Background: an optimization exercise with open tools, aiming at small area, a short achievable clock period and few clock cycles per item. Do not read the settings as production practice.
The RTL was checked by simulation tests, not by an equivalence proof against the original design.

[design/flow/flow/run.sh]
#!/bin/bash
# The standard layout (standard.sh: the standard flow's synthesis and ORFS flow, unchanged
# scripts), with two optimisation knobs passed to ORFS's make:
#  - port buffers use buf_2 instead of the resizer's default pick (a slow
#    delay buffer), so input and output paths are not held back by them;
#  - repair_timing aims for 46.9 ns of setup slack on the 60 ns clock, so it
#    upsizes/buffers the few paths that are slower than the I/O paths anyway.
# The clock period and the SDC are the design's; nothing else changes.
set -euo pipefail
bash standard.sh SETUP_SLACK_MARGIN=46.9 'BUFFER_PORTS_ARGS=-buffer_cell sky130_fd_sc_hd__buf_2' finish > layout.log 2>&1
[design/flow/standard.sh]
#!/bin/bash
# synth_recipe.tcl (not shown) runs the flow's synth.tcl, then flattens the netlist and writes it again
# the make line also repeats each setting of config.mk as NAME=value (left out here)
make -C /OpenROAD-flow-scripts/flow DESIGN_CONFIG=/design/flow/config.mk WORK_HOME=/design/flow/orfs CLKGATE_MAP_FILE= SYNTH_SCRIPT=/design/flow/synth_recipe.tcl "${@:-finish}"
[design/flow/config.mk]
export PLATFORM = sky130hd
export DESIGN_NAME = sparse_matrix_mult
export DESIGN_NICKNAME = sparse_matrix_mult
export VERILOG_FILES = /design/flow/design.v
export SDC_FILE = /design/flow/constraint.sdc
export NUM_CORES = 4
export LEC_CHECK = 0
export ABC_AREA = 1
export CAP_MARGIN = 20
export CORE_MARGIN = 2
export CORE_UTILIZATION = 60
export CTS_CLUSTER_DIAMETER = 100
export CTS_CLUSTER_SIZE = 20
export PLACE_DENSITY = 0.75
export SLEW_MARGIN = 20
[design/flow/constraint.sdc]
create_clock -name core_clock -period 60.0 [get_ports {clk}]
set_input_delay 12.0000 -clock core_clock [delete_from_list [all_inputs] [get_ports {clk}]]
set_output_delay 12.0000 -clock core_clock [all_outputs]
set_load 0.01 [all_outputs]
[design/flow/design.v]
package smm_pkg;
  localparam int unsigned MAX_NNZ = 8;
  localparam int unsigned IDX_W   = 5;
  localparam int unsigned VAL_W   = 4;
  localparam int unsigned OUT_W   = 9;
  localparam int unsigned SUM_W   = 7;    
endpackage
import smm_pkg::*;
module smm_result_list
(
  input  logic                            start_i,    
  input  logic [MAX_NNZ-1:0]              va_i,
  input  logic [MAX_NNZ-1:0][IDX_W-1:0]   ar_i,
  input  logic [MAX_NNZ-1:0][SUM_W-1:0]   av_i,
  input  logic [MAX_NNZ-1:0]              vb_i,
  input  logic [MAX_NNZ-1:0][MAX_NNZ-1:0] m_i,      
  input  logic [MAX_NNZ-1:0]              has_i,    
  input  logic [MAX_NNZ-1:0][IDX_W-1:0]   bc_i,
  input  logic [MAX_NNZ-1:0][VAL_W-1:0]   bv_i,
  input  logic [MAX_NNZ-1:0]              gm_i,
  input  logic [MAX_NNZ-1:0]              pm_i,
  output logic [IDX_W-1:0]                row_o,
  output logic [IDX_W-1:0]                col_o,
  output logic [OUT_W-1:0]                val_o,
  output logic [MAX_NNZ-1:0]              gm_o,
  output logic [MAX_NNZ-1:0]              pm_o,
  output logic                            last_o
);
  localparam int N = MAX_NNZ;
  logic [N-1:0] alive;           
  logic         any0;
  logic [N-1:0] sr;              
  logic [N-1:0] f0, g0, gm, pm, match, cand, hm, pga, after, fn, gn;
  logic [N-1:0][SUM_W-1:0] t;
  logic [N*VAL_W-1:0] gbv;
  logic more, any_next;
  always_comb begin
    sr[0] = 1'b0;
    for (int i = 1; i < N; i++) sr[i] = va_i[i] && (ar_i[i] == ar_i[i-1]);
    for (int i = 0; i < N; i++) begin
      f0[i] = has_i[i];
      for (int k = 0; k < i; k++) if (has_i[k]) f0[i] = 1'b0;
      if (i == 0) g0[i] = f0[i];
      else        g0[i] = f0[i] || (g0[i-1] && sr[i]);
    end
    gm = start_i ? g0 : gm_i;
    pm = start_i ? vb_i : pm_i;
    for (int j = 0; j < N; j++) begin
      match[j] = 1'b0;
      t[j]     = '0;
      for (int i = 0; i < N; i++) if (gm[i] && m_i[i][j]) begin
        match[j] = 1'b1;
        t[j]     = t[j] | av_i[i];
      end
      cand[j] = match[j] && pm[j];
    end
    alive = cand;
    for (int b = IDX_W - 1; b >= 0; b--) begin
      any0 = 1'b0;
      for (int j = 0; j < N; j++) if (alive[j] && !bc_i[j][b]) any0 = 1'b1;
      for (int j = 0; j < N; j++) if (any0 && bc_i[j][b]) alive[j] = 1'b0;
    end
    hm = alive;
    more = |(cand & ~hm);
    row_o = '0;
    for (int i = 0; i < N; i++) if (gm[i]) row_o = row_o | ar_i[i];
    col_o = '0;
    for (int j = 0; j < N; j++) if (hm[j]) col_o = col_o | bc_i[j];
    for (int j = 0; j < N; j++) gbv[j*VAL_W +: VAL_W] = hm[j] ? bv_i[j] : '0;
    for (int i = 0; i < N; i++) begin
      if (i == 0) pga[i] = gm[i];
      else        pga[i] = gm[i] || pga[i-1];
    end
    after = pga & ~gm & has_i;
    any_next = |after;
    for (int i = 0; i < N; i++) begin
      fn[i] = after[i];
      for (int k = 0; k < i; k++) if (after[k]) fn[i] = 1'b0;
      if (i == 0) gn[i] = fn[i];
      else        gn[i] = fn[i] || (gn[i-1] && sr[i]);
    end
    gm_o   = more ? gm : gn;
    pm_o   = more ? (pm & ~hm) : vb_i;
    last_o = !more && !any_next;
  end
  smm_val_sum u_sum (
    .gb  (gbv),
    .t   (t),
    .val (val_o)
  );
endmodule
module smm_val_sum (
  input  logic [31:0] gb,
  input  logic [55:0] t,
  output logic [8:0] val
);
  logic s1, c2, s3, c4, s5, c6, s7, c8;
  logic s9, c10, s11, c12, s13, c14, s15, c16;
  logic s17, c18, s19, c20, s21, c22, s23, c24;
  logic s25, c26, s27, c28, s29, c30, s31, c32;
  logic s33, c34, s35, c36, s37, c38, s39, c40;
  logic s41, c42, s43, c44, s45, c46, s47, c48;
  logic s49, c50, s51, c52, s53, c54, s55, c56;
  logic s57, c58, s59, c60, s61, c62, s63, c64;
  logic s65, c66, s67, c68, s69, c70, s71, c72;
  logic s73, c74, s75, c76, s77, c78, s79, c80;
  logic s81, c82, s83, c84, s85, c86, s87, c88;
  logic s89, c90, s91, c92, s93, c94, s95, c96;
  logic s97, c98, s99, c100, s101, c102, s103, c104;
  logic s105, c106, s107, c108, s109, c110, s111, c112;
  logic s113, c114, s115, c116, s117, c118, s119, c120;
  logic s121, c122, s123, c124, s125, c126, s127, c128;
  logic s129, c130, s131, c132, s133, c134, s135, c136;
  logic s137, c138, s139, c140, s141, c142, s143, c144;
  logic s145, c146, s147, c148, s149, c150, s151, c152;
  logic s153, c154, s155, c156, s157, c158, s159, c160;
  logic s161, c162, s163, c164, s165, c166, s167, c168;
  logic s169, c170, s171, c172, s173, c174, s175, c176;
  logic s177, c178, s179, c180, s181, c182, s183, c184;
  logic s185, c186, s187, c188, s189, c190, s191, c192;
  logic s193, c194, s195, c196, s197, c198, s199, c200;
  logic s201, c202, s203, c204, s205, c206, s207, c208;
  logic s209, c210, s211, c212, s213, c214, s215, c216;
  logic s217, c218, s219, c220, s221, c222, s223, c224;
  logic s225, c226, s227, c228, s229, c230, s231, c232;
  logic s233, c234, s235, c236, s237, c238, s239, c240;
  logic s241, c242, s243, c244, s245, c246, s247, c248;
  logic s249, c250, s251, c252, s253, c254, s255, c256;
  logic s257, c258, s259, c260, s261, c262, s263, c264;
  logic s265, c266, s267, c268, s269, c270, s271, c272;
  logic s273, c274, s275, c276, s277, c278, s279, c280;
  logic s281, c282, s283, c284, s285, c286, s287, c288;
  logic s289, c290, s291, c292, s293, c294, s295, c296;
  logic s297, c298, s299, c300, s301, c302, s303, c304;
  logic s305, c306, s307, c308, s309, c310, s311, c312;
  logic s313, c314, s315, c316, s317, c318, s319, c320;
  logic s321, c322, s323, c324, s325, c326, s327, c328;
  logic s329, c330, s331, c332, s333, c334, s335, c336;
  logic s337, c338, s339, c340, s341, c342, s343, c344;
  logic s345, c346, s347, c348, s349, c350, s351, c352;
  logic s353, c354, s355, c356, s357, c358, s359, c360;
  logic s361, c362, s363, c364, s365, c366, s367, c368;
  logic s369, c370, s371, c372, s373, c374, s375, c376;
  logic s377, c378;
  logic [8:0] ra, rb;    
  assign s1 = ~(gb[0] & t[3]) ^ ~(gb[1] & t[2]) ^ ~(gb[2] & t[1]);
  assign c2 = (~(gb[0] & t[3]) & ~(gb[1] & t[2])) | (~(gb[2] & t[1]) & (~(gb[0] & t[3]) ^ ~(gb[1] & t[2])));
  assign s3 = ~(gb[3] & t[0]) ^ ~(gb[4] & t[10]) ^ ~(gb[5] & t[9]);
  assign c4 = (~(gb[3] & t[0]) & ~(gb[4] & t[10])) | (~(gb[5] & t[9]) & (~(gb[3] & t[0]) ^ ~(gb[4] & t[10])));
  assign s5 = ~(gb[0] & t[4]) ^ ~(gb[1] & t[3]) ^ ~(gb[2] & t[2]);
  assign c6 = (~(gb[0] & t[4]) & ~(gb[1] & t[3])) | (~(gb[2] & t[2]) & (~(gb[0] & t[4]) ^ ~(gb[1] & t[3])));
  assign s7 = ~(gb[3] & t[1]) ^ ~(gb[4] & t[11]) ^ ~(gb[5] & t[10]);
  assign c8 = (~(gb[3] & t[1]) & ~(gb[4] & t[11])) | (~(gb[5] & t[10]) & (~(gb[3] & t[1]) ^ ~(gb[4] & t[11])));
  assign s9 = ~(gb[6] & t[9]) ^ ~(gb[7] & t[8]) ^ ~(gb[8] & t[18]);
  assign c10 = (~(gb[6] & t[9]) & ~(gb[7] & t[8])) | (~(gb[8] & t[18]) & (~(gb[6] & t[9]) ^ ~(gb[7] & t[8])));
  assign s11 = ~(gb[0] & t[5]) ^ ~(gb[1] & t[4]) ^ ~(gb[2] & t[3]);
  assign c12 = (~(gb[0] & t[5]) & ~(gb[1] & t[4])) | (~(gb[2] & t[3]) & (~(gb[0] & t[5]) ^ ~(gb[1] & t[4])));
  assign s13 = ~(gb[3] & t[2]) ^ ~(gb[4] & t[12]) ^ ~(gb[5] & t[11]);
  assign c14 = (~(gb[3] & t[2]) & ~(gb[4] & t[12])) | (~(gb[5] & t[11]) & (~(gb[3] & t[2]) ^ ~(gb[4] & t[12])));
  assign s15 = ~(gb[6] & t[10]) ^ ~(gb[7] & t[9]) ^ ~(gb[8] & t[19]);
  assign c16 = (~(gb[6] & t[10]) & ~(gb[7] & t[9])) | (~(gb[8] & t[19]) & (~(gb[6] & t[10]) ^ ~(gb[7] & t[9])));
  assign s17 = ~(~(gb[9] & t[18]) ^ ~(gb[10] & t[17]));
  assign c18 = ~(gb[9] & t[18]) | ~(gb[10] & t[17]);
  assign s19 = ~(gb[0] & t[6]) ^ ~(gb[1] & t[5]) ^ ~(gb[2] & t[4]);
  assign c20 = (~(gb[0] & t[6]) & ~(gb[1] & t[5])) | (~(gb[2] & t[4]) & (~(gb[0] & t[6]) ^ ~(gb[1] & t[5])));
  assign s21 = ~(gb[3] & t[3]) ^ ~(gb[4] & t[13]) ^ ~(gb[5] & t[12]);
  assign c22 = (~(gb[3] & t[3]) & ~(gb[4] & t[13])) | (~(gb[5] & t[12]) & (~(gb[3] & t[3]) ^ ~(gb[4] & t[13])));
  assign s23 = ~(gb[6] & t[11]) ^ ~(gb[7] & t[10]) ^ ~(gb[8] & t[20]);
  assign c24 = (~(gb[6] & t[11]) & ~(gb[7] & t[10])) | (~(gb[8] & t[20]) & (~(gb[6] & t[11]) ^ ~(gb[7] & t[10])));
  assign s25 = ~(gb[9] & t[19]) ^ ~(gb[10] & t[18]) ^ ~(gb[11] & t[17]);
  assign c26 = (~(gb[9] & t[19]) & ~(gb[10] & t[18])) | (~(gb[11] & t[17]) & (~(gb[9] & t[19]) ^ ~(gb[10] & t[18])));
  assign s27 = ~(gb[0] & t[2]) ^ ~(gb[1] & t[1]) ^ ~(gb[2] & t[0]);
  assign c28 = (~(gb[0] & t[2]) & ~(gb[1] & t[1])) | (~(gb[2] & t[0]) & (~(gb[0] & t[2]) ^ ~(gb[1] & t[1])));
  assign s29 = ~(gb[4] & t[9]) ^ ~(gb[5] & t[8]) ^ ~(gb[6] & t[7]);
  assign c30 = (~(gb[4] & t[9]) & ~(gb[5] & t[8])) | (~(gb[6] & t[7]) & (~(gb[4] & t[9]) ^ ~(gb[5] & t[8])));
  assign s31 = ~(~(gb[8] & t[16]) ^ ~(gb[9] & t[15]));
  assign c32 = ~(gb[8] & t[16]) | ~(gb[9] & t[15]);
  assign s33 = s1 ^ s3 ^ ~(gb[6] & t[8]);
  assign c34 = (s1 & s3) | (~(gb[6] & t[8]) & (s1 ^ s3));
  assign s35 = ~(gb[7] & t[7]) ^ ~(gb[8] & t[17]) ^ ~(gb[9] & t[16]);
  assign c36 = (~(gb[7] & t[7]) & ~(gb[8] & t[17])) | (~(gb[9] & t[16]) & (~(gb[7] & t[7]) ^ ~(gb[8] & t[17])));
  assign s37 = ~(gb[10] & t[15]) ^ ~(gb[11] & t[14]) ^ ~(gb[12] & t[24]);
  assign c38 = (~(gb[10] & t[15]) & ~(gb[11] & t[14])) | (~(gb[12] & t[24]) & (~(gb[10] & t[15]) ^ ~(gb[11] & t[14])));
  assign s39 = ~(gb[13] & t[23]) ^ ~(gb[14] & t[22]) ^ ~(gb[15] & t[21]);
  assign c40 = (~(gb[13] & t[23]) & ~(gb[14] & t[22])) | (~(gb[15] & t[21]) & (~(gb[13] & t[23]) ^ ~(gb[14] & t[22])));
  assign s41 = ~(gb[16] & t[31]) ^ ~(gb[17] & t[30]) ^ ~(gb[18] & t[29]);
  assign c42 = (~(gb[16] & t[31]) & ~(gb[17] & t[30])) | (~(gb[18] & t[29]) & (~(gb[16] & t[31]) ^ ~(gb[17] & t[30])));
  assign s43 = ~(gb[19] & t[28]) ^ ~(gb[20] & t[38]) ^ ~(gb[21] & t[37]);
  assign c44 = (~(gb[19] & t[28]) & ~(gb[20] & t[38])) | (~(gb[21] & t[37]) & (~(gb[19] & t[28]) ^ ~(gb[20] & t[38])));
  assign s45 = s5 ^ s7 ^ s9;
  assign c46 = (s5 & s7) | (s9 & (s5 ^ s7));
  assign s47 = ~(gb[9] & t[17]) ^ ~(gb[10] & t[16]) ^ ~(gb[11] & t[15]);
  assign c48 = (~(gb[9] & t[17]) & ~(gb[10] & t[16])) | (~(gb[11] & t[15]) & (~(gb[9] & t[17]) ^ ~(gb[10] & t[16])));
  assign s49 = ~(gb[12] & t[25]) ^ ~(gb[13] & t[24]) ^ ~(gb[14] & t[23]);
  assign c50 = (~(gb[12] & t[25]) & ~(gb[13] & t[24])) | (~(gb[14] & t[23]) & (~(gb[12] & t[25]) ^ ~(gb[13] & t[24])));
  assign s51 = ~(gb[15] & t[22]) ^ ~(gb[16] & t[32]) ^ ~(gb[17] & t[31]);
  assign c52 = (~(gb[15] & t[22]) & ~(gb[16] & t[32])) | (~(gb[17] & t[31]) & (~(gb[15] & t[22]) ^ ~(gb[16] & t[32])));
  assign s53 = ~(gb[18] & t[30]) ^ ~(gb[19] & t[29]) ^ ~(gb[20] & t[39]);
  assign c54 = (~(gb[18] & t[30]) & ~(gb[19] & t[29])) | (~(gb[20] & t[39]) & (~(gb[18] & t[30]) ^ ~(gb[19] & t[29])));
  assign s55 = ~(gb[21] & t[38]) ^ ~(gb[22] & t[37]) ^ ~(gb[23] & t[36]);
  assign c56 = (~(gb[21] & t[38]) & ~(gb[22] & t[37])) | (~(gb[23] & t[36]) & (~(gb[21] & t[38]) ^ ~(gb[22] & t[37])));
  assign s57 = ~(gb[24] & t[46]) ^ ~(gb[25] & t[45]) ^ ~(gb[26] & t[44]);
  assign c58 = (~(gb[24] & t[46]) & ~(gb[25] & t[45])) | (~(gb[26] & t[44]) & (~(gb[24] & t[46]) ^ ~(gb[25] & t[45])));
  assign s59 = ~(~(gb[27] & t[43]) ^ ~(gb[28] & t[53]));
  assign c60 = ~(gb[27] & t[43]) | ~(gb[28] & t[53]);
  assign s61 = s11 ^ s13 ^ s15;
  assign c62 = (s11 & s13) | (s15 & (s11 ^ s13));
  assign s63 = s17 ^ ~(gb[11] & t[16]) ^ ~(gb[12] & t[26]);
  assign c64 = (s17 & ~(gb[11] & t[16])) | (~(gb[12] & t[26]) & (s17 ^ ~(gb[11] & t[16])));
  assign s65 = ~(gb[13] & t[25]) ^ ~(gb[14] & t[24]) ^ ~(gb[15] & t[23]);
  assign c66 = (~(gb[13] & t[25]) & ~(gb[14] & t[24])) | (~(gb[15] & t[23]) & (~(gb[13] & t[25]) ^ ~(gb[14] & t[24])));
  assign s67 = ~(gb[16] & t[33]) ^ ~(gb[17] & t[32]) ^ ~(gb[18] & t[31]);
  assign c68 = (~(gb[16] & t[33]) & ~(gb[17] & t[32])) | (~(gb[18] & t[31]) & (~(gb[16] & t[33]) ^ ~(gb[17] & t[32])));
  assign s69 = ~(gb[19] & t[30]) ^ ~(gb[20] & t[40]) ^ ~(gb[21] & t[39]);
  assign c70 = (~(gb[19] & t[30]) & ~(gb[20] & t[40])) | (~(gb[21] & t[39]) & (~(gb[19] & t[30]) ^ ~(gb[20] & t[40])));
  assign s71 = ~(gb[22] & t[38]) ^ ~(gb[23] & t[37]) ^ ~(gb[24] & t[47]);
  assign c72 = (~(gb[22] & t[38]) & ~(gb[23] & t[37])) | (~(gb[24] & t[47]) & (~(gb[22] & t[38]) ^ ~(gb[23] & t[37])));
  assign s73 = ~(gb[25] & t[46]) ^ ~(gb[26] & t[45]) ^ ~(gb[27] & t[44]);
  assign c74 = (~(gb[25] & t[46]) & ~(gb[26] & t[45])) | (~(gb[27] & t[44]) & (~(gb[25] & t[46]) ^ ~(gb[26] & t[45])));
  assign s75 = ~(gb[28] & t[54]) ^ ~(gb[29] & t[53]) ^ ~(gb[30] & t[52]);
  assign c76 = (~(gb[28] & t[54]) & ~(gb[29] & t[53])) | (~(gb[30] & t[52]) & (~(gb[28] & t[54]) ^ ~(gb[29] & t[53])));
  assign s77 = ~(~(gb[31] & t[51]) ^ c6);
  assign c78 = ~(gb[31] & t[51]) | c6;
  assign s79 = s19 ^ s21 ^ s23;
  assign c80 = (s19 & s21) | (s23 & (s19 ^ s21));
  assign s81 = s25 ^ ~(gb[12] & t[27]) ^ ~(gb[13] & t[26]);
  assign c82 = (s25 & ~(gb[12] & t[27])) | (~(gb[13] & t[26]) & (s25 ^ ~(gb[12] & t[27])));
  assign s83 = ~(gb[14] & t[25]) ^ ~(gb[15] & t[24]) ^ ~(gb[16] & t[34]);
  assign c84 = (~(gb[14] & t[25]) & ~(gb[15] & t[24])) | (~(gb[16] & t[34]) & (~(gb[14] & t[25]) ^ ~(gb[15] & t[24])));
  assign s85 = ~(gb[17] & t[33]) ^ ~(gb[18] & t[32]) ^ ~(gb[19] & t[31]);
  assign c86 = (~(gb[17] & t[33]) & ~(gb[18] & t[32])) | (~(gb[19] & t[31]) & (~(gb[17] & t[33]) ^ ~(gb[18] & t[32])));
  assign s87 = ~(gb[20] & t[41]) ^ ~(gb[21] & t[40]) ^ ~(gb[22] & t[39]);
  assign c88 = (~(gb[20] & t[41]) & ~(gb[21] & t[40])) | (~(gb[22] & t[39]) & (~(gb[20] & t[41]) ^ ~(gb[21] & t[40])));
  assign s89 = ~(gb[23] & t[38]) ^ ~(gb[24] & t[48]) ^ ~(gb[25] & t[47]);
  assign c90 = (~(gb[23] & t[38]) & ~(gb[24] & t[48])) | (~(gb[25] & t[47]) & (~(gb[23] & t[38]) ^ ~(gb[24] & t[48])));
  assign s91 = ~(gb[26] & t[46]) ^ ~(gb[27] & t[45]) ^ ~(gb[28] & t[55]);
  assign c92 = (~(gb[26] & t[46]) & ~(gb[27] & t[45])) | (~(gb[28] & t[55]) & (~(gb[26] & t[46]) ^ ~(gb[27] & t[45])));
  assign s93 = ~(gb[29] & t[54]) ^ ~(gb[30] & t[53]) ^ ~(gb[31] & t[52]);
  assign c94 = (~(gb[29] & t[54]) & ~(gb[30] & t[53])) | (~(gb[31] & t[52]) & (~(gb[29] & t[54]) ^ ~(gb[30] & t[53])));
  assign s95 = c12 ^ c14 ^ c16;
  assign c96 = (c12 & c14) | (c16 & (c12 ^ c14));
  assign s97 = ~(gb[1] & t[6]) ^ ~(gb[2] & t[5]) ^ ~(gb[3] & t[4]);
  assign c98 = (~(gb[1] & t[6]) & ~(gb[2] & t[5])) | (~(gb[3] & t[4]) & (~(gb[1] & t[6]) ^ ~(gb[2] & t[5])));
  assign s99 = ~(gb[5] & t[13]) ^ ~(gb[6] & t[12]) ^ ~(gb[7] & t[11]);
  assign c100 = (~(gb[5] & t[13]) & ~(gb[6] & t[12])) | (~(gb[7] & t[11]) & (~(gb[5] & t[13]) ^ ~(gb[6] & t[12])));
  assign s101 = ~(gb[9] & t[20]) ^ ~(gb[10] & t[19]) ^ ~(gb[11] & t[18]);
  assign c102 = (~(gb[9] & t[20]) & ~(gb[10] & t[19])) | (~(gb[11] & t[18]) & (~(gb[9] & t[20]) ^ ~(gb[10] & t[19])));
  assign s103 = ~(gb[13] & t[27]) ^ ~(gb[14] & t[26]) ^ ~(gb[15] & t[25]);
  assign c104 = (~(gb[13] & t[27]) & ~(gb[14] & t[26])) | (~(gb[15] & t[25]) & (~(gb[13] & t[27]) ^ ~(gb[14] & t[26])));
  assign s105 = ~(gb[17] & t[34]) ^ ~(gb[18] & t[33]) ^ ~(gb[19] & t[32]);
  assign c106 = (~(gb[17] & t[34]) & ~(gb[18] & t[33])) | (~(gb[19] & t[32]) & (~(gb[17] & t[34]) ^ ~(gb[18] & t[33])));
  assign s107 = ~(gb[21] & t[41]) ^ ~(gb[22] & t[40]) ^ ~(gb[23] & t[39]);
  assign c108 = (~(gb[21] & t[41]) & ~(gb[22] & t[40])) | (~(gb[23] & t[39]) & (~(gb[21] & t[41]) ^ ~(gb[22] & t[40])));
  assign s109 = ~(gb[25] & t[48]) ^ ~(gb[26] & t[47]) ^ ~(gb[27] & t[46]);
  assign c110 = (~(gb[25] & t[48]) & ~(gb[26] & t[47])) | (~(gb[27] & t[46]) & (~(gb[25] & t[48]) ^ ~(gb[26] & t[47])));
  assign s111 = ~(gb[29] & t[55]) ^ ~(gb[30] & t[54]) ^ ~(gb[31] & t[53]);
  assign c112 = (~(gb[29] & t[55]) & ~(gb[30] & t[54])) | (~(gb[31] & t[53]) & (~(gb[29] & t[55]) ^ ~(gb[30] & t[54])));
  assign s113 = c20 ^ c22 ^ c24;
  assign c114 = (c20 & c22) | (c24 & (c20 ^ c22));
  assign s115 = ~(gb[2] & t[6]) ^ ~(gb[3] & t[5]) ^ ~(gb[6] & t[13]);
  assign c116 = (~(gb[2] & t[6]) & ~(gb[3] & t[5])) | (~(gb[6] & t[13]) & (~(gb[2] & t[6]) ^ ~(gb[3] & t[5])));
  assign s117 = ~(gb[7] & t[12]) ^ ~(gb[10] & t[20]) ^ ~(gb[11] & t[19]);
  assign c118 = (~(gb[7] & t[12]) & ~(gb[10] & t[20])) | (~(gb[11] & t[19]) & (~(gb[7] & t[12]) ^ ~(gb[10] & t[20])));
  assign s119 = ~(gb[14] & t[27]) ^ ~(gb[15] & t[26]) ^ ~(gb[18] & t[34]);
  assign c120 = (~(gb[14] & t[27]) & ~(gb[15] & t[26])) | (~(gb[18] & t[34]) & (~(gb[14] & t[27]) ^ ~(gb[15] & t[26])));
  assign s121 = ~(gb[0] & t[1]) ^ ~(gb[1] & t[0]) ^ ~(gb[4] & t[8]);
  assign c122 = (~(gb[0] & t[1]) & ~(gb[1] & t[0])) | (~(gb[4] & t[8]) & (~(gb[0] & t[1]) ^ ~(gb[1] & t[0])));
  assign s123 = ~(~(gb[5] & t[7]) ^ ~(gb[8] & t[15]));
  assign c124 = ~(gb[5] & t[7]) | ~(gb[8] & t[15]);
  assign s125 = s27 ^ s29 ^ s31;
  assign c126 = (s27 & s29) | (s31 & (s27 ^ s29));
  assign s127 = ~(gb[10] & t[14]) ^ ~(gb[12] & t[23]) ^ ~(gb[13] & t[22]);
  assign c128 = (~(gb[10] & t[14]) & ~(gb[12] & t[23])) | (~(gb[13] & t[22]) & (~(gb[10] & t[14]) ^ ~(gb[12] & t[23])));
  assign s129 = ~(gb[14] & t[21]) ^ ~(gb[16] & t[30]) ^ ~(gb[17] & t[29]);
  assign c130 = (~(gb[14] & t[21]) & ~(gb[16] & t[30])) | (~(gb[17] & t[29]) & (~(gb[14] & t[21]) ^ ~(gb[16] & t[30])));
  assign s131 = ~(gb[18] & t[28]) ^ ~(gb[20] & t[37]) ^ ~(gb[21] & t[36]);
  assign c132 = (~(gb[18] & t[28]) & ~(gb[20] & t[37])) | (~(gb[21] & t[36]) & (~(gb[18] & t[28]) ^ ~(gb[20] & t[37])));
  assign s133 = s33 ^ s35 ^ s37;
  assign c134 = (s33 & s35) | (s37 & (s33 ^ s35));
  assign s135 = s39 ^ s41 ^ s43;
  assign c136 = (s39 & s41) | (s43 & (s39 ^ s41));
  assign s137 = ~(gb[22] & t[36]) ^ ~(gb[23] & t[35]) ^ ~(gb[24] & t[45]);
  assign c138 = (~(gb[22] & t[36]) & ~(gb[23] & t[35])) | (~(gb[24] & t[45]) & (~(gb[22] & t[36]) ^ ~(gb[23] & t[35])));
  assign s139 = ~(gb[25] & t[44]) ^ ~(gb[26] & t[43]) ^ ~(gb[27] & t[42]);
  assign c140 = (~(gb[25] & t[44]) & ~(gb[26] & t[43])) | (~(gb[27] & t[42]) & (~(gb[25] & t[44]) ^ ~(gb[26] & t[43])));
  assign s141 = ~(gb[28] & t[52]) ^ ~(gb[29] & t[51]) ^ ~(gb[30] & t[50]);
  assign c142 = (~(gb[28] & t[52]) & ~(gb[29] & t[51])) | (~(gb[30] & t[50]) & (~(gb[28] & t[52]) ^ ~(gb[29] & t[51])));
  assign s143 = s45 ^ s47 ^ s49;
  assign c144 = (s45 & s47) | (s49 & (s45 ^ s47));
  assign s145 = s51 ^ s53 ^ s55;
  assign c146 = (s51 & s53) | (s55 & (s51 ^ s53));
  assign s147 = s57 ^ s59 ^ ~(gb[29] & t[52]);
  assign c148 = (s57 & s59) | (~(gb[29] & t[52]) & (s57 ^ s59));
  assign s149 = ~(gb[30] & t[51]) ^ ~(gb[31] & t[50]) ^ c2;
  assign c150 = (~(gb[30] & t[51]) & ~(gb[31] & t[50])) | (c2 & (~(gb[30] & t[51]) ^ ~(gb[31] & t[50])));
  assign s151 = c4 ^ c34 ^ c36;
  assign c152 = (c4 & c34) | (c36 & (c4 ^ c34));
  assign s153 = ~(c38 ^ c40);
  assign c154 = c38 | c40;
  assign s155 = s61 ^ s63 ^ s65;
  assign c156 = (s61 & s63) | (s65 & (s61 ^ s63));
  assign s157 = s67 ^ s69 ^ s71;
  assign c158 = (s67 & s69) | (s71 & (s67 ^ s69));
  assign s159 = s73 ^ s75 ^ s77;
  assign c160 = (s73 & s75) | (s77 & (s73 ^ s75));
  assign s161 = c8 ^ c10 ^ c46;
  assign c162 = (c8 & c10) | (c46 & (c8 ^ c10));
  assign s163 = c48 ^ c50 ^ c52;
  assign c164 = (c48 & c50) | (c52 & (c48 ^ c50));
  assign s165 = c54 ^ c56 ^ c58;
  assign c166 = (c54 & c56) | (c58 & (c54 ^ c56));
  assign s167 = s79 ^ s81 ^ s83;
  assign c168 = (s79 & s81) | (s83 & (s79 ^ s81));
  assign s169 = s85 ^ s87 ^ s89;
  assign c170 = (s85 & s87) | (s89 & (s85 ^ s87));
  assign s171 = s91 ^ s93 ^ s95;
  assign c172 = (s91 & s93) | (s95 & (s91 ^ s93));
  assign s173 = c18 ^ c62 ^ c64;
  assign c174 = (c18 & c62) | (c64 & (c18 ^ c62));
  assign s175 = c66 ^ c68 ^ c70;
  assign c176 = (c66 & c68) | (c70 & (c66 ^ c68));
  assign s177 = c72 ^ c74 ^ c76;
  assign c178 = (c72 & c74) | (c76 & (c72 ^ c74));
  assign s179 = s97 ^ s99 ^ s101;
  assign c180 = (s97 & s99) | (s101 & (s97 ^ s99));
  assign s181 = s103 ^ s105 ^ s107;
  assign c182 = (s103 & s105) | (s107 & (s103 ^ s105));
  assign s183 = s109 ^ s111 ^ s113;
  assign c184 = (s109 & s111) | (s113 & (s109 ^ s111));
  assign s185 = c26 ^ c80 ^ c82;
  assign c186 = (c26 & c80) | (c82 & (c26 ^ c80));
  assign s187 = c84 ^ c86 ^ c88;
  assign c188 = (c84 & c86) | (c88 & (c84 ^ c86));
  assign s189 = c90 ^ c92 ^ c94;
  assign c190 = (c90 & c92) | (c94 & (c90 ^ c92));
  assign s191 = s115 ^ s117 ^ s119;
  assign c192 = (s115 & s117) | (s119 & (s115 ^ s117));
  assign s193 = ~(gb[19] & t[33]) ^ ~(gb[22] & t[41]) ^ ~(gb[23] & t[40]);
  assign c194 = (~(gb[19] & t[33]) & ~(gb[22] & t[41])) | (~(gb[23] & t[40]) & (~(gb[19] & t[33]) ^ ~(gb[22] & t[41])));
  assign s195 = ~(gb[26] & t[48]) ^ ~(gb[27] & t[47]) ^ ~(gb[30] & t[55]);
  assign c196 = (~(gb[26] & t[48]) & ~(gb[27] & t[47])) | (~(gb[30] & t[55]) & (~(gb[26] & t[48]) ^ ~(gb[27] & t[47])));
  assign s197 = ~(gb[31] & t[54]) ^ c98 ^ c100;
  assign c198 = (~(gb[31] & t[54]) & c98) | (c100 & (~(gb[31] & t[54]) ^ c98));
  assign s199 = c102 ^ c104 ^ c106;
  assign c200 = (c102 & c104) | (c106 & (c102 ^ c104));
  assign s201 = c108 ^ c110 ^ c112;
  assign c202 = (c108 & c110) | (c112 & (c108 ^ c110));
  assign s203 = s121 ^ s123 ^ ~(gb[9] & t[14]);
  assign c204 = (s121 & s123) | (~(gb[9] & t[14]) & (s121 ^ s123));
  assign s205 = ~(gb[12] & t[22]) ^ ~(gb[13] & t[21]) ^ ~(gb[16] & t[29]);
  assign c206 = (~(gb[12] & t[22]) & ~(gb[13] & t[21])) | (~(gb[16] & t[29]) & (~(gb[12] & t[22]) ^ ~(gb[13] & t[21])));
  assign s207 = s125 ^ s127 ^ s129;
  assign c208 = (s125 & s127) | (s129 & (s125 ^ s127));
  assign s209 = s131 ^ ~(gb[22] & t[35]) ^ ~(gb[24] & t[44]);
  assign c210 = (s131 & ~(gb[22] & t[35])) | (~(gb[24] & t[44]) & (s131 ^ ~(gb[22] & t[35])));
  assign s211 = ~(gb[25] & t[43]) ^ ~(gb[26] & t[42]) ^ ~(gb[28] & t[51]);
  assign c212 = (~(gb[25] & t[43]) & ~(gb[26] & t[42])) | (~(gb[28] & t[51]) & (~(gb[25] & t[43]) ^ ~(gb[26] & t[42])));
  assign s213 = s133 ^ s135 ^ s137;
  assign c214 = (s133 & s135) | (s137 & (s133 ^ s135));
  assign s215 = s139 ^ s141 ^ ~(gb[31] & t[49]);
  assign c216 = (s139 & s141) | (~(gb[31] & t[49]) & (s139 ^ s141));
  assign s217 = c28 ^ c30 ^ c32;
  assign c218 = (c28 & c30) | (c32 & (c28 ^ c30));
  assign s219 = ~(c126 ^ c128);
  assign c220 = c126 | c128;
  assign s221 = s143 ^ s145 ^ s147;
  assign c222 = (s143 & s145) | (s147 & (s143 ^ s145));
  assign s223 = s149 ^ s151 ^ s153;
  assign c224 = (s149 & s151) | (s153 & (s149 ^ s151));
  assign s225 = c42 ^ c44 ^ c134;
  assign c226 = (c42 & c44) | (c134 & (c42 ^ c44));
  assign s227 = c136 ^ c138 ^ c140;
  assign c228 = (c136 & c138) | (c140 & (c136 ^ c138));
  assign s229 = s155 ^ s157 ^ s159;
  assign c230 = (s155 & s157) | (s159 & (s155 ^ s157));
  assign s231 = s161 ^ s163 ^ s165;
  assign c232 = (s161 & s163) | (s165 & (s161 ^ s163));
  assign s233 = c60 ^ c144 ^ c146;
  assign c234 = (c60 & c144) | (c146 & (c60 ^ c144));
  assign s235 = c148 ^ c150 ^ c152;
  assign c236 = (c148 & c150) | (c152 & (c148 ^ c150));
  assign s237 = s167 ^ s169 ^ s171;
  assign c238 = (s167 & s169) | (s171 & (s167 ^ s169));
  assign s239 = s173 ^ s175 ^ s177;
  assign c240 = (s173 & s175) | (s177 & (s173 ^ s175));
  assign s241 = c78 ^ c156 ^ c158;
  assign c242 = (c78 & c156) | (c158 & (c78 ^ c156));
  assign s243 = c160 ^ c162 ^ c164;
  assign c244 = (c160 & c162) | (c164 & (c160 ^ c162));
  assign s245 = s179 ^ s181 ^ s183;
  assign c246 = (s179 & s181) | (s183 & (s179 ^ s181));
  assign s247 = s185 ^ s187 ^ s189;
  assign c248 = (s185 & s187) | (s189 & (s185 ^ s187));
  assign s249 = c96 ^ c168 ^ c170;
  assign c250 = (c96 & c168) | (c170 & (c96 ^ c168));
  assign s251 = c172 ^ c174 ^ c176;
  assign c252 = (c172 & c174) | (c176 & (c172 ^ c174));
  assign s253 = s191 ^ s193 ^ s195;
  assign c254 = (s191 & s193) | (s195 & (s191 ^ s193));
  assign s255 = s197 ^ s199 ^ s201;
  assign c256 = (s197 & s199) | (s201 & (s197 ^ s199));
  assign s257 = c114 ^ c180 ^ c182;
  assign c258 = (c114 & c180) | (c182 & (c114 ^ c180));
  assign s259 = c184 ^ c186 ^ c188;
  assign c260 = (c184 & c186) | (c188 & (c184 ^ c186));
  assign s261 = ~(gb[0] & t[0]) ^ ~(gb[4] & t[7]) ^ ~(gb[8] & t[14]);
  assign c262 = (~(gb[0] & t[0]) & ~(gb[4] & t[7])) | (~(gb[8] & t[14]) & (~(gb[0] & t[0]) ^ ~(gb[4] & t[7])));
  assign s263 = s203 ^ s205 ^ ~(gb[17] & t[28]);
  assign c264 = (s203 & s205) | (~(gb[17] & t[28]) & (s203 ^ s205));
  assign s265 = ~(gb[20] & t[36]) ^ ~(gb[21] & t[35]) ^ ~(gb[24] & t[43]);
  assign c266 = (~(gb[20] & t[36]) & ~(gb[21] & t[35])) | (~(gb[24] & t[43]) & (~(gb[20] & t[36]) ^ ~(gb[21] & t[35])));
  assign s267 = s207 ^ s209 ^ s211;
  assign c268 = (s207 & s209) | (s211 & (s207 ^ s209));
  assign s269 = ~(gb[29] & t[50]) ^ ~(gb[30] & t[49]) ^ c122;
  assign c270 = (~(gb[29] & t[50]) & ~(gb[30] & t[49])) | (c122 & (~(gb[29] & t[50]) ^ ~(gb[30] & t[49])));
  assign s271 = ~(c124 ^ c204);
  assign c272 = c124 | c204;
  assign s273 = s213 ^ s215 ^ s217;
  assign c274 = (s213 & s215) | (s217 & (s213 ^ s215));
  assign s275 = s219 ^ c130 ^ c132;
  assign c276 = (s219 & c130) | (c132 & (s219 ^ c130));
  assign s277 = c208 ^ c210 ^ c212;
  assign c278 = (c208 & c210) | (c212 & (c208 ^ c210));
  assign s279 = s221 ^ s223 ^ s225;
  assign c280 = (s221 & s223) | (s225 & (s221 ^ s223));
  assign s281 = s227 ^ c142 ^ c214;
  assign c282 = (s227 & c142) | (c214 & (s227 ^ c142));
  assign s283 = c216 ^ c218 ^ c220;
  assign c284 = (c216 & c218) | (c220 & (c216 ^ c218));
  assign s285 = s229 ^ s231 ^ s233;
  assign c286 = (s229 & s231) | (s233 & (s229 ^ s231));
  assign s287 = s235 ^ c154 ^ c222;
  assign c288 = (s235 & c154) | (c222 & (s235 ^ c154));
  assign s289 = c224 ^ c226 ^ c228;
  assign c290 = (c224 & c226) | (c228 & (c224 ^ c226));
  assign s291 = s237 ^ s239 ^ s241;
  assign c292 = (s237 & s239) | (s241 & (s237 ^ s239));
  assign s293 = s243 ^ c166 ^ c230;
  assign c294 = (s243 & c166) | (c230 & (s243 ^ c166));
  assign s295 = c232 ^ c234 ^ c236;
  assign c296 = (c232 & c234) | (c236 & (c232 ^ c234));
  assign s297 = s245 ^ s247 ^ s249;
  assign c298 = (s245 & s247) | (s249 & (s245 ^ s247));
  assign s299 = s251 ^ c178 ^ c238;
  assign c300 = (s251 & c178) | (c238 & (s251 ^ c178));
  assign s301 = c240 ^ c242 ^ c244;
  assign c302 = (c240 & c242) | (c244 & (c240 ^ c242));
  assign s303 = s253 ^ s255 ^ s257;
  assign c304 = (s253 & s255) | (s257 & (s253 ^ s255));
  assign s305 = s259 ^ c190 ^ c246;
  assign c306 = (s259 & c190) | (c246 & (s259 ^ c190));
  assign s307 = c248 ^ c250 ^ c252;
  assign c308 = (c248 & c250) | (c252 & (c248 ^ c250));
  assign s309 = s261 ^ ~(gb[12] & t[21]) ^ ~(gb[16] & t[28]);
  assign c310 = (s261 & ~(gb[12] & t[21])) | (~(gb[16] & t[28]) & (s261 ^ ~(gb[12] & t[21])));
  assign s311 = s263 ^ s265 ^ ~(gb[25] & t[42]);
  assign c312 = (s263 & s265) | (~(gb[25] & t[42]) & (s263 ^ s265));
  assign s313 = ~(~(gb[28] & t[50]) ^ ~(gb[29] & t[49]));
  assign c314 = ~(gb[28] & t[50]) | ~(gb[29] & t[49]);
  assign s315 = s267 ^ s269 ^ s271;
  assign c316 = (s267 & s269) | (s271 & (s267 ^ s269));
  assign s317 = c206 ^ c264 ^ c266;
  assign c318 = (c206 & c264) | (c266 & (c206 ^ c264));
  assign s319 = s273 ^ s275 ^ s277;
  assign c320 = (s273 & s275) | (s277 & (s273 ^ s275));
  assign s321 = c268 ^ c270 ^ c272;
  assign c322 = (c268 & c270) | (c272 & (c268 ^ c270));
  assign s323 = s279 ^ s281 ^ s283;
  assign c324 = (s279 & s281) | (s283 & (s279 ^ s281));
  assign s325 = c274 ^ c276 ^ c278;
  assign c326 = (c274 & c276) | (c278 & (c274 ^ c276));
  assign s327 = s285 ^ s287 ^ s289;
  assign c328 = (s285 & s287) | (s289 & (s285 ^ s287));
  assign s329 = c280 ^ c282 ^ c284;
  assign c330 = (c280 & c282) | (c284 & (c280 ^ c282));
  assign s331 = s291 ^ s293 ^ s295;
  assign c332 = (s291 & s293) | (s295 & (s291 ^ s293));
  assign s333 = c286 ^ c288 ^ c290;
  assign c334 = (c286 & c288) | (c290 & (c286 ^ c288));
  assign s335 = s297 ^ s299 ^ s301;
  assign c336 = (s297 & s299) | (s301 & (s297 ^ s299));
  assign s337 = c292 ^ c294 ^ c296;
  assign c338 = (c292 & c294) | (c296 & (c292 ^ c294));
  assign s339 = s303 ^ s305 ^ s307;
  assign c340 = (s303 & s305) | (s307 & (s303 ^ s305));
  assign s341 = c298 ^ c300 ^ c302;
  assign c342 = (c298 & c300) | (c302 & (c298 ^ c300));
  assign s343 = ~(s309 ^ ~(gb[20] & t[35]));
  assign c344 = s309 | ~(gb[20] & t[35]);
  assign s345 = s311 ^ s313 ^ c262;
  assign c346 = (s311 & s313) | (c262 & (s311 ^ s313));
  assign s347 = s315 ^ s317 ^ c312;
  assign c348 = (s315 & s317) | (c312 & (s315 ^ s317));
  assign s349 = s319 ^ s321 ^ c316;
  assign c350 = (s319 & s321) | (c316 & (s319 ^ s321));
  assign s351 = s323 ^ s325 ^ c320;
  assign c352 = (s323 & s325) | (c320 & (s323 ^ s325));
  assign s353 = s327 ^ s329 ^ c324;
  assign c354 = (s327 & s329) | (c324 & (s327 ^ s329));
  assign s355 = s331 ^ s333 ^ c328;
  assign c356 = (s331 & s333) | (c328 & (s331 ^ s333));
  assign s357 = s335 ^ s337 ^ c332;
  assign c358 = (s335 & s337) | (c332 & (s335 ^ s337));
  assign s359 = s339 ^ s341 ^ c336;
  assign c360 = (s339 & s341) | (c336 & (s339 ^ s341));
  assign s361 = ~(s343 ^ ~(gb[24] & t[42]));
  assign c362 = s343 | ~(gb[24] & t[42]);
  assign s363 = s345 ^ c310 ^ c344;
  assign c364 = (s345 & c310) | (c344 & (s345 ^ c310));
  assign s365 = s347 ^ c314 ^ c346;
  assign c366 = (s347 & c314) | (c346 & (s347 ^ c314));
  assign s367 = s349 ^ c318 ^ c348;
  assign c368 = (s349 & c318) | (c348 & (s349 ^ c318));
  assign s369 = s351 ^ c322 ^ c350;
  assign c370 = (s351 & c322) | (c350 & (s351 ^ c322));
  assign s371 = s353 ^ c326 ^ c352;
  assign c372 = (s353 & c326) | (c352 & (s353 ^ c326));
  assign s373 = s355 ^ c330 ^ c354;
  assign c374 = (s355 & c330) | (c354 & (s355 ^ c330));
  assign s375 = s357 ^ c334 ^ c356;
  assign c376 = (s357 & c334) | (c356 & (s357 ^ c334));
  assign s377 = s359 ^ c338 ^ c358;
  assign c378 = (s359 & c338) | (c358 & (s359 ^ c338));
  assign ra = {s377, s375, s373, s371, s369, s367, s365, s363, s361};
  assign rb = {c376, c374, c372, c370, c368, c366, c364, c362, ~(gb[28] & t[49])};
  assign val = (~ra) + (~rb);
endmodule
import smm_pkg::*;
module sparse_matrix_mult
(
  input  logic             clk,
  input  logic             rst_n,
  input  logic             in_valid_size,
  input  logic             in_size,
  input  logic             in_valid_a,
  input  logic [IDX_W-1:0] in_row_a,
  input  logic [IDX_W-1:0] in_col_a,
  input  logic [VAL_W-1:0] in_val_a,
  input  logic             in_valid_b,
  input  logic [IDX_W-1:0] in_row_b,
  input  logic [IDX_W-1:0] in_col_b,
  input  logic [VAL_W-1:0] in_val_b,
  output logic             out_valid,
  output logic [IDX_W-1:0] out_row,
  output logic [IDX_W-1:0] out_col,
  output logic [OUT_W-1:0] out_val
);
  localparam int N = MAX_NNZ;
  function automatic logic [SUM_W-1:0] add_f(input logic [SUM_W-1:0] a, input logic [SUM_W-1:0] b);
    logic [SUM_W-1:0] s;
    logic c;
    c = 1'b0;
    for (int i = 0; i < SUM_W; i++) begin
      s[i] = a[i] ^ b[i] ^ c;
      c    = (a[i] && b[i]) || (c && (a[i] ^ b[i]));
    end
    add_f = s;
  endfunction
  localparam logic [1:0] S_IDLE = 2'd0, S_INA = 2'd1, S_INB = 2'd2, S_OUT = 2'd3;
  logic [1:0]       st_q;
  logic             size_q;
  logic [IDX_W-1:0] mask_c;
  logic             aq_v;
  logic [IDX_W-1:0] aq_r, aq_c;
  logic [VAL_W-1:0] aq_w;
  logic [N-1:0]     va_q;
  logic [N-1:0][IDX_W-1:0] ar_q;
  logic [N-1:0][IDX_W-1:0] ac_q;
  logic [N-1:0][SUM_W-1:0] av_q;
  logic [N-1:0]     vb_c;     
  logic [N:0]       bnx_q;    
  logic [N-1:0][N-1:0] m_q;  
  logic [N-1:0]     has_q;    
  logic [N-1:0][IDX_W-1:0] bc_q;
  logic [N-1:0][VAL_W-1:0] bv_q;
  logic [N-1:0]     gm_q, pm_q;
  logic             out_valid_q;
  logic [IDX_W-1:0] out_row_q, out_col_q;
  logic [OUT_W-1:0] out_val_q;
  logic             in_job_c, emit_c;
  logic [IDX_W-1:0] g_row, g_col;
  logic [OUT_W-1:0] g_val;
  logic [N-1:0]     g_gm, g_pm;
  logic             g_last;
  assign mask_c   = {size_q, {(IDX_W-1){1'b1}}};
  assign in_job_c = (st_q == S_INA) || (st_q == S_INB);
  assign emit_c   = ((st_q == S_INB) && !in_valid_b) || (st_q == S_OUT);
  smm_result_list u_gen (
    .start_i (st_q == S_INB),
    .va_i    (va_q),
    .ar_i    (ar_q),
    .av_i    (av_q),
    .vb_i    (vb_c),
    .m_i     (m_q),
    .has_i   (has_q & va_q),
    .bc_i    (bc_q),
    .bv_i    (bv_q),
    .gm_i    (gm_q),
    .pm_i    (pm_q),
    .row_o   (g_row),
    .col_o   (g_col),
    .val_o   (g_val),
    .gm_o    (g_gm),
    .pm_o    (g_pm),
    .last_o  (g_last)
  );
  always_ff @(posedge clk or posedge rst_n) begin
    if (rst_n) begin
      st_q        <= S_IDLE;
      out_valid_q <= 1'b0;
    end else begin
      out_valid_q <= emit_c;
      case (st_q)
        S_IDLE:  if (in_valid_size) st_q <= S_INA;
        S_INA:   if (in_valid_b) st_q <= S_INB;
        S_INB:   if (!in_valid_b) st_q <= g_last ? S_IDLE : S_OUT;
        default: if (g_last) st_q <= S_IDLE;
      endcase
    end
  end
  always_ff @(posedge clk) begin
    if ((st_q == S_IDLE) && in_valid_size) size_q <= in_size;
    aq_v <= in_valid_a;
    aq_r <= in_row_a;
    aq_c <= in_col_a;
    aq_w <= in_val_a;
    out_row_q <= g_row;
    out_col_q <= g_col;
    out_val_q <= g_val;
    gm_q <= g_gm;
    pm_q <= g_pm;
  end
  logic [2*IDX_W-1:0] a_key_c;
  logic [N-1:0]       a_lt_c, a_eq_c;
  logic [SUM_W-1:0]   a_hit_v_c, a_sum_c;
  always_comb begin
    a_key_c   = {aq_r & mask_c, aq_c & mask_c};
    a_hit_v_c = '0;
    for (int k = 0; k < N; k++) begin
      a_lt_c[k] = va_q[k] && (ar_q[k] <= a_key_c[2*IDX_W-1:IDX_W]);
      a_eq_c[k] = va_q[k] && ({ar_q[k], ac_q[k]} == a_key_c);
      if (a_eq_c[k]) a_hit_v_c = a_hit_v_c | av_q[k];
    end
    a_sum_c = add_f(a_hit_v_c, SUM_W'(aq_w));
  end
  logic [N-1:0] va_d_c;    
  always_comb begin
    va_d_c = va_q;
    if (in_job_c && aq_v && !(|a_eq_c)) va_d_c = {va_q[N-2:0], 1'b1};
  end
  always_ff @(posedge clk) begin
    if (st_q == S_IDLE) va_q <= '0;
    else va_q <= va_d_c;
  end
  logic [N-1:0][IDX_W-1:0] ac_d;    
  always_comb begin
    for (int k = 0; k < N; k++) begin
      ac_d[k] = ac_q[k];
      if (in_job_c && aq_v && !(|a_eq_c) && !a_lt_c[k])
        ac_d[k] = (k == 0 || a_lt_c[(k+N-1)%N]) ? (aq_c & mask_c) : ac_q[(k+N-1)%N];
    end
  end
  always_ff @(posedge clk) begin
    ac_q <= ac_d;
    if (in_job_c && aq_v) begin
      if (|a_eq_c) begin
        for (int k = 0; k < N; k++) if (a_eq_c[k]) av_q[k] <= a_sum_c;
      end else begin
        for (int k = 0; k < N; k++) begin
          if (!a_lt_c[k]) begin
            if (k == 0 || a_lt_c[(k+N-1)%N]) begin
              ar_q[k] <= aq_r & mask_c;
              av_q[k] <= SUM_W'(aq_w);
            end else begin
              ar_q[k] <= ar_q[(k+N-1)%N];
              av_q[k] <= av_q[(k+N-1)%N];
            end
          end
        end
      end
    end
  end
  always_comb begin
    vb_c[0] = !bnx_q[0];
    for (int k = 1; k < N; k++) vb_c[k] = vb_c[k-1] && !bnx_q[k];
  end
  always_ff @(posedge clk) begin
    if (st_q == S_IDLE) bnx_q <= (N+1)'(1);
    else if (in_valid_b) bnx_q <= {bnx_q[N-1:0], 1'b0};
    for (int k = 0; k < N; k++) begin
      if (bnx_q[k]) begin
        bc_q[k] <= in_col_b & mask_c;
        bv_q[k] <= in_val_b;
      end
    end
  end
  logic [N-1:0] b_hit_c;
  always_comb begin
    for (int i = 0; i < N; i++) b_hit_c[i] = ac_d[i] == (in_row_b & mask_c);
  end
  always_ff @(posedge clk) begin
    if (st_q == S_IDLE) has_q <= '0;
    else if (in_valid_b) has_q <= has_q | b_hit_c;
    for (int k = 0; k < N; k++)
      if (bnx_q[k])
        for (int i = 0; i < N; i++) m_q[i][k] <= b_hit_c[i];
  end
  assign out_valid = out_valid_q;
  assign out_row   = out_row_q;
  assign out_col   = out_col_q;
  assign out_val   = out_val_q;
endmodule
==> impl_results.rst, run 1 <==
.. list-table::
   :header-rows: 1

   * - Metric
     - Value
   * - Status
     - complete, no violations
   * - Buffer cell driving the clock tree root
     - sky130_fd_sc_hd__clkbuf_16
   * - Worst skew pair latency
     - 0.60 ns
   * - Crit-path max FO
     - 1
   * - Share of post-route cells with drive strength above 1
     - 0.106
   * - Synthesis-to-layout area growth
     - 8.84%
   * - Worst hold stages
     - 2
   * - Period utilization
     - 0.218
   * - Transition time at the pin with the least slew margin
     - 1.09 ns
   * - IO Count
     - 54
   * - Share of the synthesized area in the top cell type
     - 0.274
   * - Fill count
     - 3,435
   * - Pre-Repair DR Iteration Count
     - 6
   * - Cell with the biggest individual delay on the critical path
     - sky130_fd_sc_hd__dfrtp_1
   * - Number of synthesized register bits
     - 350
   * - Gate count after technology mapping
     - 3,019
   * - Worst R2R Path Depth
     - 70
   * - Count of buffers inserted at the top-level ports
     - 53
   * - Avg Synthesized Cell Area
     - 8.46 um2
   * - TritonCTS buffer count
     - 23
   * - Floorplan row count
     - 75
   * - Area taken by flip-flops and latches
     - 9360 um2
   * - 1st-iter DRT viols
     - 3,486
   * - Area used by multi-input combinational logic
     - 14,500 um2
   * - Unique masters post-synth
     - 57
   * - Total overflow reported by the global router
     - 0
   * - Netlist area before placement
     - 25,500 um2
   * - EDFF count, synth
     - 233
   * - Depth of the critical timing path with buffers and inverters included
     - 1
   * - Final Max Tran Viols
     - 0
   * - Count of buffer and inverter cells on the critical path
     - 1
   * - Critical path type
     - flip-flop to primary output
   * - Total number of vias
     - 24.2k
   * - Routed wirelength normalized by instance count
     - 25.6 um
   * - Sort of element at the start of the critical path
     - flip-flop
   * - Quantity of hold-fixing buffers added after cts
     - 0
   * - Async set or reset register ratio after synthesis
     - 0.00857
   * - Data arrival, critical path
     - 1.08 ns
   * - Half-perimeter wire length after detailed placement
     - 71,200 um
   * - Vias in the first global route
     - 23.3k
   * - Ratio of routed vias to standard cells
     - 6.64
   * - Weighted congestion reported at the end of routability-driven placement
     - 1.05
   * - Slowest cell delay on critical path
     - 0.37 ns
   * - Sinks on Clock Net
     - 350
   * - Antenna fix cells
     - 0
   * - Number of hold violations in the final report
     - 0
   * - Yosys Warn Count
     - 2
   * - Post-synth top area cell
     - sky130_fd_sc_hd__edfxtp_1
   * - Post-layout minimum cycle time
     - 13.08 ns
   * - Fin Setup TNS
     - 0 ns
   * - Kind of end point of the critical path
     - primary output
   * - RSZ-0062 raised after global routing
     - true
   * - Critical path cell sequence
     - buf_2
   * - DRT antenna net count
     - 0
   * - Critical Path RT
     - 48.00 ns
   * - Highest Clock Rate
     - 0.0764 GHz
   * - Final Net Count
     - 3,347
   * - Net count of the mapped netlist
     - 3,281
   * - Area of the core
     - 41,900 um2
   * - Clock tree from TritonCTS
     - done
   * - Horizontal die dimension
     - 210 um
   * - Clock Skews
     - 0.0336 ns
   * - DRC violations left
     - 0
   * - Clock edge transition at the registers on the reported setup and hold paths
     - 0.09 ns
   * - Starting density of the core
     - 0.609
   * - Total wire length after detailed routing
     - 93,000 um
   * - Largest net degree at the start of global routing
     - 30
   * - First-pass GRT wire length
     - 139,000 um
   * - Overall fraction of global-route tracks in use
     - 0.418
   * - CTS H-tree lvls
     - 1
   * - Final design utilization
     - 0.663
   * - Sequential share of the synthesized area
     - 0.366
   * - Worst min-delay path category
     - flip-flop to flip-flop
   * - Slew headroom
     - 0.272
   * - Most used flip-flop cell after synthesis
     - sky130_fd_sc_hd__edfxtp_1
   * - Y dimension of the die
     - 210 um
   * - Longest Clk Path Bufs
     - 3
   * - Cell type group with the largest total delay on the critical path
     - flip-flops
   * - Setup-violating endpoint count in the final report
     - 0
   * - Initial antenna violation count
     - 1
   * - Maximum capacitance violations
     - 0
   * - Die Footprint
     - 44,200 um2
   * - Synth area leaders
     - sky130_fd_sc_hd__edfxtp_1, sky130_fd_sc_hd__fa_1, sky130_fd_sc_hd__dfxtp_1
kinds of logic after synthesis:
family	synth area share
DFF	0.366
and+or+nand+nor	0.214
AOI/OAI and AO/OA	0.149
xor gates and xnor gates	0.0271
adders and majority gates	0.159
buffers and inverters	0.0850
repair_timing:
item,4_1_cts,5_1_grt
gates resized for setup,1,84
cloned,0,3
pin swaps,1,6
endpoints found under the setup margin,5,41
setup buffers,1,17
cell type report:
class,instances,area share
Tap cell,539,0.0243
Clock buffer,37,0.0226
Multi-Input combinational cell,2110,0.522
Timing Repair Buffer,98,0.0226
Clock inverter,5,0.00293
Inverter,501,0.0686
Sequential cell,350,0.337
Timing Repair inverter,1,0.000270
cells in the final DEF (no fill, tap or decap), types with 19 or more instances in the layout:
master,instances
sky130_fd_sc_hd__o22ai_1,124
sky130_fd_sc_hd__o221ai_1,74
sky130_fd_sc_hd__nand2_4,28
sky130_fd_sc_hd__inv_1,410
sky130_fd_sc_hd__clkinv_1,53
sky130_fd_sc_hd__or2_2,30
sky130_fd_sc_hd__o21ai_1,25
sky130_fd_sc_hd__o211ai_1,20
sky130_fd_sc_hd__nand2_1,484
sky130_fd_sc_hd__buf_2,54
sky130_fd_sc_hd__xor2_1,59
sky130_fd_sc_hd__nand3_1,119
sky130_fd_sc_hd__clkbuf_16,23
sky130_fd_sc_hd__buf_4,40
sky130_fd_sc_hd__a221oi_1,22
sky130_fd_sc_hd__nand3_2,21
sky130_fd_sc_hd__fa_1,162
sky130_fd_sc_hd__dfxtp_1,113
sky130_fd_sc_hd__nor2_1,363
sky130_fd_sc_hd__o21ai_0,136
sky130_fd_sc_hd__nand2_2,39
sky130_fd_sc_hd__nand4_1,19
sky130_fd_sc_hd__ha_1,66
sky130_fd_sc_hd__inv_2,29
sky130_fd_sc_hd__or4_1,29
sky130_fd_sc_hd__xnor2_1,20
sky130_fd_sc_hd__a21oi_1,106
sky130_fd_sc_hd__edfxtp_1,233
sequential cells by signal, summed over array words and instances (netlist names):
register,flops
out_col_q,5
out_row_q,5
bnx_q,8
pm_q,8
av_q,56
aq_r,5
aq_v,1
bc_q,40
bv_q,32
ar_q,40
has_q,8
size_q,1
out_valid_q,1
va_q,8
aq_c,5
st_q,2
out_val_q,9
aq_w,4
gm_q,8
m_q,64
ac_q,40
layer usage:
| layer | GRT usage | wire length (um) | vias up |
|---|---|---|---|
| met5 | 0 | 16 | - |
| met3 | 0.103 | 13000 | 331 |
| met2 | 0.632 | 40300 | 1899 |
| met4 | 0.191 | 5080 | 2 |
| li1 | - | - | 10389 |
| met1 | 0.572 | 34600 | 11545 |
cell usage after synthesis (19+ instances only):
master / count
sky130_fd_sc_hd__nand2_2: 29
sky130_fd_sc_hd__ha_1: 66
sky130_fd_sc_hd__a221oi_1: 23
sky130_fd_sc_hd__o22ai_1: 125
sky130_fd_sc_hd__nand2_1: 509
sky130_fd_sc_hd__o21ai_0: 139
sky130_fd_sc_hd__dfxtp_1: 114
sky130_fd_sc_hd__nor2_1: 368
sky130_fd_sc_hd__xor2_1: 59
sky130_fd_sc_hd__clkinv_1: 54
sky130_fd_sc_hd__inv_2: 30
sky130_fd_sc_hd__clkbuf_1: 40
sky130_fd_sc_hd__edfxtp_1: 233
sky130_fd_sc_hd__or2_2: 30
sky130_fd_sc_hd__xnor2_1: 20
sky130_fd_sc_hd__inv_1: 415
sky130_fd_sc_hd__o21ai_1: 22
sky130_fd_sc_hd__fa_1: 162
sky130_fd_sc_hd__nand4_1: 19
sky130_fd_sc_hd__o221ai_1: 74
sky130_fd_sc_hd__a21oi_1: 107
sky130_fd_sc_hd__a2111oi_0: 22
sky130_fd_sc_hd__or4_1: 29
sky130_fd_sc_hd__o211ai_1: 20
sky130_fd_sc_hd__nand3_1: 134
path summary, 6_finish.rpt:
kind	start	to	slack [ns]
hold / removal	has_q[7]$_SDFFE_PP0P_	has_q[7]$_SDFFE_PP0P_	0.49
min in group asynchronous	rst_n	st_q[1]$_DFFE_PP0P_	11.27
setup / recovery	out_valid_q$_DFF_PP0_	out_valid	46.92
max in group asynchronous	rst_n	st_q[0]$_DFFE_PP0P_	48.60
hold reg to reg	has_q[7]$_SDFFE_PP0P_	has_q[7]$_SDFFE_PP0P_	0.49
setup reg to reg	ar_q[18]$_DFFE_PP_	out_val_q[8]$_DFF_P_	47.54
stage by stage:
stage                     cell area [um2]  hold WS (ns)  instances  setup slack, ns
after floorplan                     25800         0.430       3019            46.84
after global placement              26600         0.448       3576            46.34
after detailed placement            26600         0.458       3577            46.28
after CTS                           27300         0.483       3620            46.90
after global routing                27800         0.505       3641            46.77
final                               27800         0.488       3641            46.92
Testbench counts, summed over its fixed seeds: cycles 14,413, jobs 800.
==> inputs of run 2 (changes only) <==
--- a/design/flow/config.mk
+++ b/design/flow/config.mk
@@ -8,8 +8,8 @@
 export ABC_AREA = 1
 export CAP_MARGIN = 20
 export CORE_MARGIN = 2
-export CORE_UTILIZATION = 60
+export CORE_UTILIZATION = 45
 export CTS_CLUSTER_DIAMETER = 100
 export CTS_CLUSTER_SIZE = 20
-export PLACE_DENSITY = 0.75
+export PLACE_DENSITY = 0.6
 export SLEW_MARGIN = 20
==> run 2 against run 1 <==
Compared with the run above: still clean on timing, DRC and antenna; utilization shrank 17 points; design area increased by 0.50%; non-clock buffer count down 1; worst setup slack got worse by 0.010 ns; largest cell class unchanged; critical endpoint unchanged.
==> impl_results.rst, run 2 <==
.. list-table::
   :header-rows: 1

   * - Metric
     - Value
   * - Top post-synthesis cells by count
     - sky130_fd_sc_hd__nand2_1, sky130_fd_sc_hd__inv_1, sky130_fd_sc_hd__nor2_1
   * - Fill count
     - 5,483 (+60%)
   * - Yosys Warn Count
     - 2 (unchanged)
   * - Sinks on Clock Net
     - 350 (unchanged)
   * - Reg2reg setup slack
     - 47.50 ns (-0.04 ns)
   * - Cell Count Post-Placement
     - 3,797 (+6.2%)
   * - DRC violations left
     - 0 (unchanged)
   * - Critical path type
     - flip-flop to primary output
   * - Avg Synthesized Cell Area
     - 8.46 um2 (unchanged)
   * - Crit-path max FO
     - 1 (unchanged)
   * - Ratio of routed vias to standard cells
     - 6.04 (-8.9%)
   * - Initial antenna violation count
     - 0 (-1)
   * - Worst R2R End
     - out_val_q[8]$_DFF_P_
   * - Crit path to
     - out_valid
   * - Highest Clock Rate
     - 0.0764 GHz (about the same)
   * - Sequential share of the synthesized area
     - 0.366 (unchanged)
   * - Data arrival, critical path
     - 1.09 ns (about the same)
   * - Fin Setup TNS
     - 0 ns (unchanged)
   * - Critical path cell sequence
     - buf_2
   * - Status
     - complete, no violations
   * - Half-perimeter wire length after detailed placement
     - 77,900 um (+9.5%)
   * - Register with the highest flop count
     - m_q
   * - CTS H-tree lvls
     - 1 (unchanged)
   * - Largest net degree at the start of global routing
     - 31 (+3.3%)
   * - Count of buffer and inverter cells on the critical path
     - 1 (unchanged)
   * - Vias in the first global route
     - 22.8k (-2.3%)
   * - Worst skew pair latency
     - 0.60 ns (about the same)
   * - Total overflow reported by the global router
     - 0 (unchanged)
   * - Setup WS post-layout
     - 46.91 ns (-0.0104 ns)
   * - Worst R2R Path Depth
     - 74 (+5.7%)
   * - First-pass GRT wire length
     - 148,000 um (+6.7%)
   * - Weighted congestion reported at the end of routability-driven placement
     - 1.03 (-1.8%)
   * - Most used flip-flop cell after synthesis
     - sky130_fd_sc_hd__edfxtp_1
   * - Final Net Count
     - 3,344 (-0.090%)
   * - Unique masters post-synth
     - 57 (unchanged)
   * - Gate count after technology mapping
     - 3,019 (unchanged)
   * - Sort of element at the start of the critical path
     - flip-flop
   * - Synthesis-to-layout area growth
     - 9.39%
   * - DRT antenna net count
     - 0 (unchanged)
   * - Total number of vias
     - 23.3k (-3.6%)
   * - Y dimension of the die
     - 242 um (+15%)
   * - IO Count
     - 54 (unchanged)
   * - Buffer cell driving the clock tree root
     - sky130_fd_sc_hd__clkbuf_16
   * - Die Footprint
     - 58,700 um2 (+33%)
   * - Biggest registers after layout
     - m_q x64, av_q x56
   * - Async set or reset register ratio after synthesis
     - 0.00857 (unchanged)
   * - Horizontal die dimension
     - 242 um (+15%)
   * - Number of synthesized register bits
     - 350 (unchanged)
   * - Transition time at the pin with the least slew margin
     - 1.10 ns (+0.00779 ns)
   * - Clock tree from TritonCTS
     - done
   * - Net count of the mapped netlist
     - 3,281 (unchanged)
   * - Number of hold violations in the final report
     - 0 (unchanged)
   * - RSZ-0062 raised after global routing
     - true
   * - Overall fraction of global-route tracks in use
     - 0.338 (-0.0802)
   * - Most instantiated library cell after synthesis
     - sky130_fd_sc_hd__nand2_1
   * - Quantity of hold-fixing buffers added after cts
     - 0 (unchanged)
   * - Longest Clk Path Bufs
     - 3 (unchanged)
   * - Final Max Tran Viols
     - 0 (unchanged)
   * - Critical Path RT
     - 48.00 ns (about the same)
   * - Post-synth top area cell
     - sky130_fd_sc_hd__edfxtp_1
   * - Maximum capacitance violations
     - 0 (unchanged)
   * - Slew headroom
     - 0.265 (-0.00692)
   * - Worst hold-check slack
     - 0.473 ns (-0.0153 ns)
   * - Floorplan row count
     - 87 (+16%)
   * - Reg2Reg Launch Point
     - st_q[0]$_DFFE_PP0P_
   * - Clock edge transition at the registers on the reported setup and hold paths
     - 0.09 ns (about the same)
   * - Netlist area before placement
     - 25,500 um2 (unchanged)
   * - Slowest cell delay on critical path
     - 0.37 ns (about the same)
   * - Post-layout minimum cycle time
     - 13.09 ns (+0.0104 ns)
   * - 1st-iter DRT viols
     - 2,683 (-23%)
run 2: layout make-up:
class                   instances  area (um2)  area share
repair buffers                 97         599      0.0215
inverters                     501        1900      0.0680
multi-input cells            2109       14400       0.516
flip-flops and latches        350        9350       0.335
well taps                     756         946      0.0339
clock inverters                 6        77.6     0.00278
clock buffers                  36         634      0.0227
run 2: stage by stage:
step                       util  instance area (um2)
after floorplan               -                25800
after global placement    0.477                26900
after detailed placement  0.477                26900
after CTS                 0.490                27600
after global routing      0.496                27900
final                     0.496                27900
run 2: logic make-up after synthesis:
group	synth area share
flip-flops	0.366
AO/OA/AOI/OAI	0.149
XOR/XNOR	0.0271
AND/OR/NAND/NOR	0.214
buffers and inverters	0.0850
adder cells (fa/ha/maj)	0.159
run 2: what timing repair did:
item / CTS / global route
setup endpoints to repair: 2 / 33
cloned: 0 / 1
pin swaps: 0 / 5
buffers inserted: 0 / 15
endpoints found under the hold margin: 0 / 0
resized for setup: 1 / 64
run 2: how the worst min path moves through the flow:
stage	cells after the start	end	startpoint	slack [ns]
2_1_floorplan	0	ar_q[1]$_DFFE_PP_	aq_r[1]$_DFF_P_	0.43
3_3_place_gp	0	ar_q[1]$_DFFE_PP_	aq_r[1]$_DFF_P_	0.45
3_5_place_dp	2	has_q[7]$_SDFFE_PP0P_	has_q[7]$_SDFFE_PP0P_	0.46
4_1_cts	0	ar_q[3]$_DFFE_PP_	aq_r[3]$_DFF_P_	0.48
5_1_grt	0	ar_q[3]$_DFFE_PP_	aq_r[3]$_DFF_P_	0.49
6_report	0	ar_q[3]$_DFFE_PP_	aq_r[3]$_DFF_P_	0.47
run 2: metal layers:
metal | vias to the layer above | track usage | wire, um
met1 | 11491 | 0.488 | 43500
li1 | 10374 | - | -
met2 | 1251 | 0.517 | 43500
met5 | - | 0 | 0
met3 | 186 | 0.0637 | 9730
met4 | 0 | 0.0993 | 3410

[separate check: timing with driven ports]
No port has a modelled driver above. Below, the same layouts with a new extraction and two added sets of constraints.
Step 1: set_driving_cell puts a clkbuf_16 on clk and a buf_2 on each other input, an assumption about the parent block.
Step 2 moves the port delays by t, midway between the first and last clock arrival at a register: inputs arrive t later, outputs are due t later. That takes back most of the time a late clock gives input paths.
a / b / c = no drivers / after step 1 / after step 2; a / b = the first two.
run	t (ns)	setup WS [ns]	clock arrival spread, ns	worst slew at a driven data input, ns
run 1	0.644	46.917 / 46.858 / 46.362	0.034 / 0.034	0.05
run 2	0.644	46.907 / 46.844 / 46.388	0.033 / 0.034	0.03
After both steps every run listed still meets setup and hold. The setup slack of run 1, which loses most, moves by -0.059 ns with the drivers and by -0.555 ns with both steps.
